This design comes from an exercise in tuning for small area, a short achievable clock period and few clock cycles on the open sky130 flow, not from production work. RTL that was checked went through simulation tests only; none was proved equivalent to the original. Only the layout flow was run in run 1; the RTL was not checked for function there. Power is estimated from default activity; no workload was simulated.

### flow/design.v
package conv_dp_pkg;
    localparam int img_w  = 8;
    localparam int img_h  = 8;
    localparam int k_size = 3;
    localparam int n_taps = k_size * k_size;
    localparam int col_w  = $clog2(img_w);
    localparam int row_w  = $clog2(img_h);
    localparam int pix_w   = 8;
    localparam int wt_w    = 2;
    localparam int scale_w = 8;
    localparam int sum_w   = 13;  
    localparam int res_w   = 21;
    localparam int n_pix = img_w * img_h;
    localparam int n_res = (img_w - k_size + 1) * (img_h - k_size + 1);
    localparam logic [wt_w-1:0] wt_pos = 2'b01;
    localparam logic [wt_w-1:0] wt_neg = 2'b11;
    typedef logic [$clog2(n_pix)-1:0] pix_addr_t;
    typedef logic [5:0]               res_addr_t;
    typedef struct packed {
        logic             valid;
        logic             win_ok;  
        logic [pix_w-1:0] data;
    } pix_t;
    typedef struct packed {
        logic                         valid;
        logic [n_taps-1:0][pix_w-1:0] taps;  
    } win_t;
    typedef struct packed {
        logic                    valid;
        logic signed [res_w-1:0] data;
    } res_t;
    typedef struct packed {
        logic             en;
        pix_addr_t        addr;
        logic [pix_w-1:0] data;
    } feat_wr_t;
endpackage
package conv_cfg_pkg;
    localparam int apb_aw = 12;
    localparam int apb_dw = 32;
    localparam logic [apb_aw-1:0] addr_ctrl    = 12'h000;  
    localparam logic [apb_aw-1:0] addr_status  = 12'h004;  
    localparam logic [apb_aw-1:0] addr_weights = 12'h008;
    localparam logic [apb_aw-1:0] addr_scale   = 12'h00C;
    localparam logic [apb_aw-1:0] feat_base = 12'h100;
    localparam logic [apb_aw-1:0] res_base  = 12'h200;
    localparam int wt_bits = 18;  
    typedef struct packed {
        logic [wt_bits-1:0]              weights;
        logic [7:0]         scale;  
    } conv_cfg_t;
endpackage
module conv_regs (
    input  logic        clk,
    input  logic        rst_n,
    input  logic [11:0] paddr,
    input  logic        psel,
    input  logic        penable,
    input  logic        pwrite,
    input  logic [31:0] pwdata,
    output logic [31:0] prdata,
    output logic        pready,
    output logic        pslverr,
    output logic        feat_we,
    output logic [5:0]  feat_addr,
    output logic [7:0]  feat_data,
    output logic [17:0] weights,
    output logic [3:0]  nneg,
    output logic        step,
    output logic        first,
    output logic [2:0]  bitsel,
    output logic [5:0]  rd_ptr,
    output logic [3:0]  nneg_snap,
    output logic [7:0]  scale_snap,
    input  logic [20:0] rd_prod
);
    logic [7:0]  scale;
    logic        busy;
    logic        done;
    logic        run_q;
    logic [2:0]  bitcnt;
    logic [5:0]  ptr;
    logic        w1;
    logic        w2;
    logic        acc_q;
    logic        wr_q;
    logic        ctrl_q;
    logic        wts_q;
    logic        scl_q;
    logic        feat_q;
    logic        err_q;
    logic        res_sel_q;
    logic [5:0]  idx_q;
    logic [7:0]  pw_q;
    logic [17:0] misc_q;
    logic setup;
    logic a_ctrl, a_status, a_wts, a_scl, a_feat, a_res, mapped;
    logic finishing;
    logic [17:0] misc_d;
    assign setup    = psel && !penable;
    assign a_ctrl   = (paddr == 12'h000);
    assign a_status = (paddr == 12'h004);
    assign a_wts    = (paddr == 12'h008);
    assign a_scl    = (paddr == 12'h00C);
    assign a_feat   = (paddr[11:8] == 4'h1) && (paddr[1:0] == 2'b00);
    assign a_res    = (paddr[11:8] == 4'h2) && (paddr[1:0] == 2'b00) && (paddr[7:2] < 6'd36);
    assign mapped   = a_ctrl || a_status || a_wts || a_scl || a_feat || a_res;
    assign finishing = run_q && (bitcnt == 3'd7);
    always_comb
    begin
        misc_d = '0;
        if (a_status)
            misc_d[1:0] = {done || finishing, busy && !finishing};
        else if (a_wts)
            misc_d = weights;
        else if (a_scl)
            misc_d[7:0] = scale;
    end
    always_ff @(posedge clk)
    begin
        wr_q      <= pwrite;
        ctrl_q    <= a_ctrl;
        wts_q     <= a_wts;
        scl_q     <= a_scl;
        feat_q    <= a_feat;
        err_q     <= !mapped || (a_res && pwrite);
        res_sel_q <= a_res && !pwrite;
        idx_q     <= paddr[7:2];
        pw_q      <= pwdata[7:0];
        misc_q    <= misc_d;
    end
    assign pready  = !(w1 || w2);
    assign pslverr = err_q;
    assign prdata  = res_sel_q ? {{11{rd_prod[20]}}, rd_prod} : {14'b0, misc_q};
    logic wcommit;
    logic start_now;
    assign wcommit   = acc_q && wr_q;
    assign start_now = wcommit && ctrl_q && pw_q[0] && !busy;
    assign feat_we   = wcommit && feat_q && !busy;
    assign feat_addr = idx_q;
    assign feat_data = pw_q;
    assign step   = start_now || run_q;
    assign first  = start_now;
    assign bitsel = bitcnt;
    assign rd_ptr = ptr;
    always_ff @(posedge clk)
        nneg <= 4'(weights[1] & weights[0]) + 4'(weights[3] & weights[2])
              + 4'(weights[5] & weights[4]) + 4'(weights[7] & weights[6])
              + 4'(weights[9] & weights[8]) + 4'(weights[11] & weights[10])
              + 4'(weights[13] & weights[12]) + 4'(weights[15] & weights[14])
              + 4'(weights[17] & weights[16]);
    always_ff @(posedge clk)
    begin
        if (start_now)
        begin
            nneg_snap  <= nneg;
            scale_snap <= scale;
        end
    end
    logic res_rd;
    logic hit;
    assign res_rd = setup && a_res && !pwrite;
    assign hit    = (paddr[7:2] == ptr);
    always_ff @(posedge clk or negedge rst_n)
    begin
        if (!rst_n)
        begin
            acc_q   <= 1'b0;
            weights <= '0;
            scale   <= '0;
            busy    <= 1'b0;
            done    <= 1'b0;
            run_q   <= 1'b0;
            bitcnt  <= '0;
            ptr     <= '0;
            w1      <= 1'b0;
            w2      <= 1'b0;
        end
        else
        begin
            acc_q <= setup;
            if (wcommit && wts_q)
                weights <= pwdata[17:0];
            if (wcommit && scl_q)
                scale <= pwdata[7:0];
            if (start_now)
            begin
                busy   <= 1'b1;
                done   <= 1'b0;
                run_q  <= 1'b1;
                bitcnt <= 3'd1;
            end
            else if (run_q)
            begin
                bitcnt <= bitcnt + 3'd1;
                if (bitcnt == 3'd7)
                begin
                    run_q <= 1'b0;
                    busy  <= 1'b0;
                    done  <= 1'b1;
                end
            end
            if (start_now)
                ptr <= '0;
            else if (res_rd)
                ptr <= hit ? ptr + 6'd1 : paddr[7:2];
            w1 <= res_rd && !hit;
            w2 <= w1;
        end
    end
endmodule
module feature_scan (
    input  logic        clk,
    input  logic        we,
    input  logic [5:0]  waddr,
    input  logic [7:0]  wdata,
    input  logic [2:0]  bitsel,
    output logic [63:0] pbits
);
    logic [7:0] mem [64];
    for (genvar p = 0; p < 64; p++)
    begin : g_pix
        always_ff @(posedge clk)
        begin
            if (we && (waddr == 6'(p)))
                mem[p] <= wdata;
        end
        assign pbits[p] = mem[p][bitsel];
    end
endmodule
module window_buffer (
    input  logic             clk,
    input  logic [36*12-1:0] sums,
    input  logic [5:0]       ptr,
    input  logic [3:0]       nneg_snap,
    input  logic [7:0]       scale_snap,
    output logic [20:0]      prod
);
    logic [11:0]       sel;
    logic signed [12:0] p1;
    logic signed [21:0] full;
    always_comb
    begin
        sel = '0;
        for (int k = 0; k < 36; k++)
            if (ptr == 6'(k))
                sel = sums[k*12 +: 12];
    end
    assign full = p1 * $signed({1'b0, scale_snap});
    always_ff @(posedge clk)
    begin
        p1   <= {5'({1'b0, sel[11:8]} - {1'b0, nneg_snap}), sel[7:0]};
        prod <= full[20:0];
    end
endmodule
module ternary_mac (
    input  logic            clk,
    input  logic [63:0]     pbits,
    input  logic [17:0]     weights,
    input  logic [3:0]      nneg,
    input  logic            step,
    input  logic            first,
    output logic [36*12-1:0] sums    
);
    for (genvar r = 0; r < 6; r++)
    begin : g_r
        for (genvar c = 0; c < 6; c++)
        begin : g_c
            logic [8:0] g;
            logic [3:0] cin;
            logic [4:0] t;
            logic [7:0] low;
            logic [3:0] cy;
            for (genvar i = 0; i < 3; i++)
            begin : g_i
                for (genvar j = 0; j < 3; j++)
                begin : g_j
                    assign g[3*i+j] = weights[2*(3*i+j)]
                                      & (pbits[(r+i)*8 + c + j] ^ weights[2*(3*i+j)+1]);
                end
            end
            assign cin = first ? nneg : cy;
            assign t = 5'(g[0]) + 5'(g[1]) + 5'(g[2]) + 5'(g[3]) + 5'(g[4])
                     + 5'(g[5]) + 5'(g[6]) + 5'(g[7]) + 5'(g[8]) + 5'(cin);
            always_ff @(posedge clk)
            begin
                if (step)
                begin
                    low <= {t[0], low[7:1]};
                    cy  <= t[4:1];
                end
            end
            assign sums[(6*r+c)*12 +: 12] = {cy, low};
        end
    end
endmodule
module conv_top (
    input  logic        clk,
    input  logic        rst_n,
    input  logic [11:0] paddr,
    input  logic        psel,
    input  logic        penable,
    input  logic        pwrite,
    input  logic [31:0] pwdata,
    output logic [31:0] prdata,
    output logic        pready,
    output logic        pslverr
);
    logic        feat_we;
    logic [5:0]  feat_addr;
    logic [7:0]  feat_data;
    logic [17:0] weights;
    logic [3:0]  nneg;
    logic        step;
    logic        first;
    logic [2:0]  bitsel;
    logic [5:0]  rd_ptr;
    logic [3:0]  nneg_snap;
    logic [7:0]  scale_snap;
    logic [20:0] rd_prod;
    logic [63:0] pbits;
    logic [36*12-1:0] sums;
    conv_regs u_regs (
        .clk        (clk),
        .rst_n      (rst_n),
        .paddr      (paddr),
        .psel       (psel),
        .penable    (penable),
        .pwrite     (pwrite),
        .pwdata     (pwdata),
        .prdata     (prdata),
        .pready     (pready),
        .pslverr    (pslverr),
        .feat_we    (feat_we),
        .feat_addr  (feat_addr),
        .feat_data  (feat_data),
        .weights    (weights),
        .nneg       (nneg),
        .step       (step),
        .first      (first),
        .bitsel     (bitsel),
        .rd_ptr     (rd_ptr),
        .nneg_snap  (nneg_snap),
        .scale_snap (scale_snap),
        .rd_prod    (rd_prod)
    );
    feature_scan u_scan (
        .clk    (clk),
        .we     (feat_we),
        .waddr  (feat_addr),
        .wdata  (feat_data),
        .bitsel (bitsel),
        .pbits  (pbits)
    );
    ternary_mac u_mac (
        .clk     (clk),
        .pbits   (pbits),
        .weights (weights),
        .nneg    (nneg),
        .step    (step),
        .first   (first),
        .sums    (sums)
    );
    window_buffer u_rd (
        .clk        (clk),
        .sums       (sums),
        .ptr        (rd_ptr),
        .nneg_snap  (nneg_snap),
        .scale_snap (scale_snap),
        .prod       (rd_prod)
    );
endmodule
### flow/run.sh
#!/bin/bash
# synth_recipe.tcl (not shown) runs the flow's synth.tcl, then flattens the netlist and writes it again
# the make line also repeats each setting of config.mk as NAME=value (left out here)
make -C /OpenROAD-flow-scripts/flow DESIGN_CONFIG=/design/flow/config.mk WORK_HOME=/design/flow/orfs CLKGATE_MAP_FILE= SYNTH_SCRIPT=/design/flow/synth_recipe.tcl finish
### flow/config.mk
export PLATFORM = sky130hd
export DESIGN_NAME = conv_top
export DESIGN_NICKNAME = conv_top
export VERILOG_FILES = /design/flow/design.v
export SDC_FILE = /design/flow/constraint.sdc
export NUM_CORES = 4
export LEC_CHECK = 0
export CAP_MARGIN = 20
export CORE_MARGIN = 2
export CORE_UTILIZATION = 40
export SLEW_MARGIN = 20
### flow/constraint.sdc
create_clock -name core_clock -period 12.5 [get_ports {clk}]
set_input_delay 2.5000 -clock core_clock [delete_from_list [all_inputs] [get_ports {clk}]]
set_output_delay 2.5000 -clock core_clock [all_outputs]
set_load 0.01 [all_outputs]
==> qor.yml, run 1 <==
status:
  status: "timing/DRC/antenna clean"
yosys:
  synth.largest_area_cell: "edfxtp_1"
  synth-seq-cells: 1074
  synth-seq-area-share: 0.506
  ys_types: 90
  synthesis.nets: 5344
  syn_area_mm2: 0.0618
  synthTopCellsByArea: "edfxtp_1 (46%), fa_1 (8.7%), ha_1 (8.4%)"
  async_reset_ff_frac: 0.0382
  synth_most_common_cell: "edfxtp_1"
  yosys_warnings: 5
  synthCells: 4614
  synth_edf_count: 956
  avgSynthCellArea_um2: 13.4
  post-synth-top-area-fraction: 0.464
  synth_flop_cell: "edfxtp_1"
  synthTopCellsByCount: "edfxtp_1 (956), xnor2_1 (418), ha_1 (413), nand2_1 (295), and2_1 (281)"
sta:
  fin_crit_sh: 0.597
  setup_viol: 0
  relSlewSlack: 0.187
  tightestPinTransition_ps: 1220
  post-route-min-period_ps: 7470
  maxSlewViolCount: 0
  hold_ws_ps: 372
  fin_ws_ps: 5030
  rsz0062_at_grt: "no"
  clock_skew_ps: 52.4
  setup_tns_ps: 0
  finalHoldViolCount: 0
  max_freq_mhz: 134
critical_path:
  worst_ep_required_time_ps: 12980
  critPathLaunchType: "register"
  slowest_delay_ps: 770
  critical_path_class: "register to register"
  crit_buf_inv: 4
  worstSetupEndpointType: "register"
  worst-path-stages: 17
  path_cells: "buf_4 > buf_4 > mux4_2 > mux2i_2 > xnor2_1 > and2_1 > ha_1 > fa_1 > inv_1 > fa_1 > fa_1 > inv_1 > fa_1 > fa_1 > a21o_1 > a21oi_1 > xnor2_1"
  r2r_cells: 17
  critPathSlowestCell: "dfrtp_4"
  arrival_ps: 7950
  crit_path_frequent_cell: "fa_1"
  crit_path_max_fanout: 38
  path_delay_family: "adder cells"
clocking:
  holdBufCountCts: 0
  clock_path_buffers: 3
  cts_resized: 0
  cts_made_buffers: 111
  cts-htree-levels: 3
  root_buffer: "clkbuf_16"
  tritoncts: "yes"
  clkLatencyLatePin_ps: 740
  cts_setup_buffers: 0
  clock_sinks: 1074
  clkTransAtPathRegs_ps: 70
die:
  die-height_um: 397
  rows: 144
  start_util: 0.402
  die_width_um: 397
  coreArea_mm2: 0.154
  dieArea_mm2: 0.158
  pin_count: 83
cells_and_area:
  multiInputGateArea_mm2: 0.0285
  fin_nets: 5373
  final_cell_area_mm2: 0.0687
  drive_gt1_frac: 0.113
  fill_cells: 13900
  regArea_mm2: 0.0313
  syn2layout_area_growth_pct: 11.0
  final_core_util: 0.446
  fin_cells: 6786
pwr:
  p_int_mw: 7.27
  seq_power_share: 0.399
  swShare: 0.296
  pwr-share-comb: 0.259
  p_total_mw: 10.3
  p_per_area_mw_per_mm2: 150
  pwr-share-clk: 0.342
  ir_worst_vdd_uv: 205
  switching_power_mw: 3.05
  p_leak_nw: 26.3
grt:
  met1_usage: 0.299
  grt_pass1_wl_um: 250000
  globalRouteMet3Util: 0.0315
  grt.busiest_layer: "met2"
  grt-ovfl-total: 0
  grt_usage: 0.214
  grt_max_degree: 75
  antenna_found_initial: 9
  globalRouteMet2Util: 0.347
  grt_pass1_vias: 38000
job:
  cap_violations: 0
place:
  dp_hpwl_um: 112000
  placedCellCount: 6574
  portBuffers: 68
  place_area_mm2: 0.0648
  pre_cts_ws_ps: 4900
  gp_congestion: 0.856
hold_path:
  min_path_type: "register to register"
  min_path_cells: 0
routing:
  num_vias: 37400
  drt_pre_antenna_iters: 6
  drt_iter0_drc: 3557
  ant_nets: 0
  wl_per_cell_um: 25.0
  postRouteWirelength_um: 169000
  drcViolationCount: 0
  via_per_inst: 5.51
[power groups by stage]
stage          registers, mW  clock network, mW  logic [mW]
2_1_floorplan           4.15                  0        1.97
3_3_place_gp            4.19                  0        2.63
3_5_place_dp            4.19                  0        2.64
4_1_cts                 4.12               3.59        2.68
5_1_grt                 4.12               3.73        3.04
6_report                4.12               3.53        2.67
[state kept, by name (all words and copies together), names as in the netlist, 8 cells and up]
register,flops
u_regs.scale_snap,8
u_regs.pw_q,8
u_regs.misc_q,18
u_regs.scale,8
u_rd.prod,21
u_rd.p1,13
u_mac.g_r.g_c.low,288
u_regs.weights,18
u_scan.mem,512
u_mac.g_r.g_c.cy,144
[cell usage in the layout, fill, tap and decap left out, types with 13 or more instances in the layout]
cell type and count:
a21o_1 226, a21oi_1 136, a221o_1 15, a221oi_1 22, a22o_1 15, a22oi_1 27, a31oi_1 15, and2_1 281
buf_4 88, bufinv_16 16, clkbuf_1 17, clkbuf_16 114, clkdlybuf4s50_1 67, clkinv_1 13, clkinv_2 19, dfrtp_1 24
dfxtp_1 69, edfxtp_1 956, fa_1 268, ha_1 410, inv_1 278, mux2_2 47, mux2i_1 35, mux2i_2 23
mux4_2 128, nand2_1 294, nand3_1 64, nor2_1 168, nor3_1 27, nor3b_1 13, o21ai_0 75, o21ai_1 14
o22ai_1 32, xnor2_1 418, xor2_1 43
[metal layers]
layer | wire, um | vias up
met3 | 11400 | 278
met1 | 73900 | 19200
met4 | 4800 | 2
li1 | - | 16700
met5 | 11 | -
met2 | 79300 | 1238
[area by class of cell]
cell class | count | area share
clock inverters | 67 | 0.0122
clock buffers | 141 | 0.0444
diodes | 4 | 0.000146
inverters | 280 | 0.0153
repair buffers | 156 | 0.0195
multi-input cells | 3020 | 0.415
flip-flops and latches | 1074 | 0.456
well taps | 2044 | 0.0372
[kinds of logic after synthesis]
group / synth area share
buffers and inverters: 0.0339
muxes: 0.0692
and+or+nand+nor: 0.0785
adders and majority gates: 0.170
xor gates and xnor gates: 0.0653
DFF: 0.506
AOI/OAI and AO/OA: 0.0771
[path summary, 6_finish.rpt]
kind                                  start                   endpoint  slack [ps]
max                        u_regs.bitcnt[0]  u_mac.g_r[1].g_c[5].cy[3]        5030
min                               u_regs.w1                  u_regs.w2         370
max reg2reg                u_regs.bitcnt[0]  u_mac.g_r[1].g_c[5].cy[3]        5030
min reg2reg                       u_regs.w1                  u_regs.w2         370
max in group asynchronous             rst_n         u_regs.weights[15]       10020
min in group asynchronous             rst_n                  u_regs.w2        1910
==> inputs of run 2 (changes only) <==
--- a/flow/design.v
+++ b/flow/design.v
@@ -78,6 +78,7 @@
     logic        busy;
     logic        done;
     logic        run_q;
+    logic        first_q;
     logic [2:0]  bitcnt;
     logic [5:0]  ptr;
     logic        w1;
@@ -105,7 +106,7 @@
     assign a_feat   = (paddr[11:8] == 4'h1) && (paddr[1:0] == 2'b00);
     assign a_res    = (paddr[11:8] == 4'h2) && (paddr[1:0] == 2'b00) && (paddr[7:2] < 6'd36);
     assign mapped   = a_ctrl || a_status || a_wts || a_scl || a_feat || a_res;
-    assign finishing = run_q && (bitcnt == 3'd7);
+    assign finishing = run_q && (bitcnt == 3'd0);
     always_comb
     begin
         misc_d = '0;
@@ -135,12 +136,12 @@
     logic wcommit;
     logic start_now;
     assign wcommit   = acc_q && wr_q;
-    assign start_now = wcommit && ctrl_q && pw_q[0] && !busy;
+    assign start_now = setup && a_ctrl && pwrite && pwdata[0] && !(busy && !finishing);
     assign feat_we   = wcommit && feat_q && !busy;
     assign feat_addr = idx_q;
     assign feat_data = pw_q;
-    assign step   = start_now || run_q;
-    assign first  = start_now;
+    assign step   = run_q;
+    assign first  = first_q;
     assign bitsel = bitcnt;
     assign rd_ptr = ptr;
     always_ff @(posedge clk)
@@ -151,7 +152,7 @@
               + 4'(weights[17] & weights[16]);
     always_ff @(posedge clk)
     begin
-        if (start_now)
+        if (first_q)
         begin
             nneg_snap  <= nneg;
             scale_snap <= scale;
@@ -171,6 +172,7 @@
             busy    <= 1'b0;
             done    <= 1'b0;
             run_q   <= 1'b0;
+            first_q <= 1'b0;
             bitcnt  <= '0;
             ptr     <= '0;
             w1      <= 1'b0;
@@ -183,6 +185,7 @@
                 weights <= pwdata[17:0];
             if (wcommit && scl_q)
                 scale <= pwdata[7:0];
+            first_q <= start_now;
             if (start_now)
             begin
                 busy   <= 1'b1;
@@ -192,8 +195,9 @@
             end
             else if (run_q)
             begin
-                bitcnt <= bitcnt + 3'd1;
-                if (bitcnt == 3'd7)
+                if (!finishing)
+                    bitcnt <= bitcnt + 3'd1;
+                if (finishing)
                 begin
                     run_q <= 1'b0;
                     busy  <= 1'b0;
@@ -224,8 +228,8 @@
         begin
             if (we && (waddr == 6'(p)))
                 mem[p] <= wdata;
+            pbits[p] <= mem[p][bitsel];
         end
-        assign pbits[p] = mem[p][bitsel];
     end
 endmodule
 module window_buffer (
@@ -280,8 +284,22 @@
                 end
             end
             assign cin = first ? nneg : cy;
-            assign t = 5'(g[0]) + 5'(g[1]) + 5'(g[2]) + 5'(g[3]) + 5'(g[4])
-                     + 5'(g[5]) + 5'(g[6]) + 5'(g[7]) + 5'(g[8]) + 5'(cin);
+            logic s0, c0, s1, c1, s2, c2, s3, c3, c4;
+            logic s5, c5, s6, c6, c7, s8, c8, c9;
+            assign {c0, s0} = 2'(g[0]) + 2'(g[1]) + 2'(g[2]);
+            assign {c1, s1} = 2'(g[3]) + 2'(g[4]) + 2'(g[5]);
+            assign {c2, s2} = 2'(g[6]) + 2'(g[7]) + 2'(g[8]);
+            assign {c3, s3} = 2'(s0) + 2'(s1) + 2'(s2);
+            assign t[0] = s3 ^ cin[0];
+            assign c4   = s3 & cin[0];
+            assign {c5, s5} = 2'(c0) + 2'(c1) + 2'(c2);
+            assign {c6, s6} = 2'(c3) + 2'(c4) + 2'(cin[1]);
+            assign t[1] = s5 ^ s6;
+            assign c7   = s5 & s6;
+            assign {c8, s8} = 2'(c5) + 2'(c6) + 2'(c7);
+            assign t[2] = s8 ^ cin[2];
+            assign c9   = s8 & cin[2];
+            assign {t[4], t[3]} = 2'(c8) + 2'(c9) + 2'(cin[3]);
             always_ff @(posedge clk)
             begin
                 if (step)
==> run 2 against run 1 <==
  * Sequential share of layout area grew 2.7 points
  * Cell count shrank 1.9%
  * Still clean on timing, DRC and antenna
  * Largest cell class unchanged
  * Sequential power grew 5%
==> qor.yml, run 2 <==
yosys:
  synth_edf_count: 956  # unchanged
  synth.largest_area_cell: "edfxtp_1"
  ys_types: 96  # +6.7%
  synth-seq-cells: 1138  # +6.0%
  synth_flop_cell: "edfxtp_1"
  synth_most_common_cell: "edfxtp_1"
  synth-seq-area-share: 0.536  # +0.0303
  synthCells: 4542  # -1.6%
  synthTopCellsByCount: "edfxtp_1 (956), inv_1 (489), nand2_1 (378), fa_1 (376), xor2_1 (330)"
  synthesis.nets: 5128  # -4.0%
  syn_area_mm2: 0.0608  # -1.8%
  post-synth-top-area-fraction: 0.473  # +0.00837
  synthTopCellsByArea: "edfxtp_1 (47%), fa_1 (12%), xor2_1 (4.8%)"
  yosys_warnings: 5  # unchanged
  avgSynthCellArea_um2: 13.4  # -0.21%
  async_reset_ff_frac: 0.0369  # -0.00127
clocking:
  root_buffer: "clkbuf_16"
  cts_setup_buffers: 0  # unchanged
  clkTransAtPathRegs_ps: 60  # about the same
  holdBufCountCts: 0  # unchanged
  tritoncts: "yes"
  clock_sinks: 1138  # +6.0%
  cts_made_buffers: 117  # +5.4%
  clkLatencyLatePin_ps: 730  # about the same
  cts-htree-levels: 3  # unchanged
  clock_path_buffers: 3  # unchanged
  cts_resized: 0  # unchanged
status:
  status: "timing/DRC/antenna clean"
place:
  pre_cts_ws_ps: 7010  # +2120 ps
  place_area_mm2: 0.0633  # -2.2%
  gp_congestion: 0.840  # -1.8%
  dp_hpwl_um: 102000  # -8.4%
  portBuffers: 68  # unchanged
die:
  die_width_um: 394  # -0.88%
  coreArea_mm2: 0.151  # -1.6%
  rows: 143  # -0.69%
  die-height_um: 394  # -0.88%
  pin_count: 83  # unchanged
  start_util: 0.401  # -0.000595
  dieArea_mm2: 0.155  # -1.8%
cells_and_area:
  final_cell_mix: "edfxtp_1 (956), inv_1 (489), fa_1 (376)"
  final_cell_area_mm2: 0.0675  # -1.7%
  fill_cells: 13700  # -1.8%
  fin_nets: 5108  # -4.9%
  top_regs: "u_scan.mem: 512 flops, u_mac.g_r.g_c.low: 288 flops, u_mac.g_r.g_c.cy: 144 flops"
  final_common_cell: "edfxtp_1"
  top_register: "u_scan.mem"
  drive_gt1_frac: 0.122  # +0.00844
  syn2layout_area_growth_pct: 11.1  # about the same
  largest_reg_flops: 512  # unchanged
  final_core_util: 0.446  # -0.000465
job:
  cap_violations: 0  # unchanged
hold_path:
  min_path_type: "register to register"
sta:
  setup_tns_ps: 0  # unchanged
  setup_viol: 0  # unchanged
  clock_skew_ps: 32.6  # -19.7 ps
  finalHoldViolCount: 0  # unchanged
  fin_crit_sh: 0.420  # -0.178
  fin_ws_ps: 7250  # +2220 ps
  maxSlewViolCount: 0  # unchanged
  tightestPinTransition_ps: 1100  # -113 ps
  rsz0062_at_grt: "no"
  post-route-min-period_ps: 5250  # -2220 ps
  max_freq_mhz: 191  # +42%
  relSlewSlack: 0.264  # +0.0772
grt:
  grt_usage: 0.200  # -0.0148
  grt_max_degree: 183  # +140%
  grt_pass1_wl_um: 235000  # -6.4%
  grt-ovfl-total: 0  # unchanged
  grt_pass1_vias: 36600  # -3.8%
  antenna_found_initial: 4  # -5
critical_path:
  slowest_delay_ps: 650  # -120 ps
  crit_path_max_fanout: 13  # -66%
  critPathSlowestCell: "edfxtp_1"
  path_cells: "nand2_1 > fa_1 > inv_1 > fa_1 > ha_1 > inv_1 > fa_1 > inv_1 > ha_1 > a211oi_1 > nor2_1 > o41ai_1 > o21ai_0 > o41ai_1 > o2111ai_1 > a21oi_1 > xnor2_1"
  worst_ep_required_time_ps: 13130  # +150 ps
  arrival_ps: 5880  # -2070 ps
  worstSetupEndpointType: "register"
  critPathLaunchType: "register"
  critical_path_class: "register to register"
routing:
  ant_nets: 0  # unchanged
  via_per_inst: 5.34  # -3.1%
  drt_pre_antenna_iters: 7  # +1
  drt_iter0_drc: 3351  # -5.8%
  drcViolationCount: 0  # unchanged
  postRouteWirelength_um: 156000  # -8.2%
  num_vias: 35500  # -5.0%
  wl_per_cell_um: 23.4  # -6.4%
pwr:
  ir_worst_vdd_uv: 162  # -21%
  p_total_mw: 10.3  # -0.55%
  p_leak_nw: 25.3  # -3.6%
  p_per_area_mw_per_mm2: 152  # +1.2%
[run 2: changes by cell type in the layout (fill, tap and decap cells not counted), moves of 64 or more]
cell and delta:
xnor2_1 -395, nand2_1 +81, a21oi_1 -64, ha_1 -249, inv_1 +211, a21o_1 -222
xor2_1 +287, o21ai_0 +136, and2_1 -81, fa_1 +108
[run 2: path summary, 6_finish.rpt]
kind | depth (start not counted) | slack, ps | start | end
min in group asynchronous | 2 | 1910 | rst_n | u_regs.weights[9]
worst min-delay path | 0 | 380 | u_regs.w1 | u_regs.w2
worst max-delay path | 17 | 7250 | u_regs.scale_snap[2] | u_rd.prod[19]
worst max register to register | 17 | 7250 | u_regs.scale_snap[2] | u_rd.prod[19]
worst min register to register | 0 | 380 | u_regs.w1 | u_regs.w2
max in group asynchronous | 2 | 10050 | rst_n | u_regs.first_q
[run 2: per-layer routing]
layer | global-route usage | share of wire | wire, um
met1 | 0.286 | 0.45 | 69700
met2 | 0.317 | 0.46 | 71900
met3 | 0.0251 | 0.060 | 9340
met4 | 0.0649 | 0.030 | 4620
met5 | 0 | 0 | 0
[run 2: per-stage QoR]
stage,hold slack [ps],instances
3_3_place_gp,367,6433
6_report,383,6654
2_1_floorplan,355,4542
4_1_cts,388,6653
3_5_place_dp,372,6433
5_1_grt,404,6653
[run 2: final cells by class]
type | instances | area [um2] | area share
Sequential cell | 1138 | 32600 | 0.483
Multi-Input combinational cell | 2650 | 25200 | 0.373
Clock buffer | 157 | 3340 | 0.0494
Tap cell | 2030 | 2540 | 0.0376
Inverter | 489 | 1840 | 0.0272
Timing Repair Buffer | 126 | 1140 | 0.0168
Clock inverter | 63 | 821 | 0.0122
Antenna cell | 1 | 2.50 | 0.0000371
[run 2: worst max-delay path, delay by kind of cell, from the launching register on]
kind / cells / cell delay [ps]
AO/OA/AOI/OAI: 6 / 1730
XOR/XNOR: 1 / 160
adder cells (fa/ha/maj): 5 / 2190
buffers and inverters: 3 / 170
flip-flops: 1 / 650
AND/OR/NAND/NOR: 2 / 270
[run 2: cells by family after synthesis]
kind of cell    Yosys count  share of synthesized area
compound gates          553                     0.0591
xor+xnor                353                     0.0509
fa+ha+maj               537                      0.157
buf+inv                 754                     0.0494
flops                  1138                      0.536
mux                     244                     0.0688
simple gates            963                     0.0788
[run 2: power breakdown]
| group | leakage, nW | internal [mW] | switching (mW) |
|---|---|---|---|
| registers | 10.3 | 4.25 | 0.0592 |
| clock network | 2.05 | 2.24 | 1.50 |
| logic | 13.0 | 0.937 | 1.28 |
Testbench counts of run 2, summed over its fixed seeds: cycles 10,272.

==> afterwards: timing with drivers on the ports <==
In the flow no input, the clock included, has a driving cell. The finished layouts below were timed again as built, in two steps.
Step 1 (the two cells are an assumption about what drives the block):
set clk [get_ports {clk}]
set_driving_cell -lib_cell sky130_fd_sc_hd__clkbuf_16 $clk
set_driving_cell -lib_cell sky130_fd_sc_hd__buf_2 [delete_from_list [all_inputs] $clk]
Step 2 times the ports against the registers' clock, not the clock port: input delays grow and output delays shrink by t, the midpoint of the rising clock arrivals with the driver on.
a / b / c = ideal / step 1 / step 2; a / b = the first two.
run | t (ns) | slack for setup (ns) | worst hold slack (ns) | slew at the worst register clock pin (ns)
run 1 | 0.793 | 5.032 / 5.032 / 5.032 | 0.372 / 0.372 / 0.372 | 0.07 / 0.07
run 2 | 0.796 | 7.251 / 7.251 / 7.003 | 0.383 / 0.383 / 0.383 | 0.07 / 0.07
After both steps setup and hold are still met in every run listed. The setup slack of run 2, which loses most, moves by 0.000 ns with the drivers and by -0.248 ns with both steps.
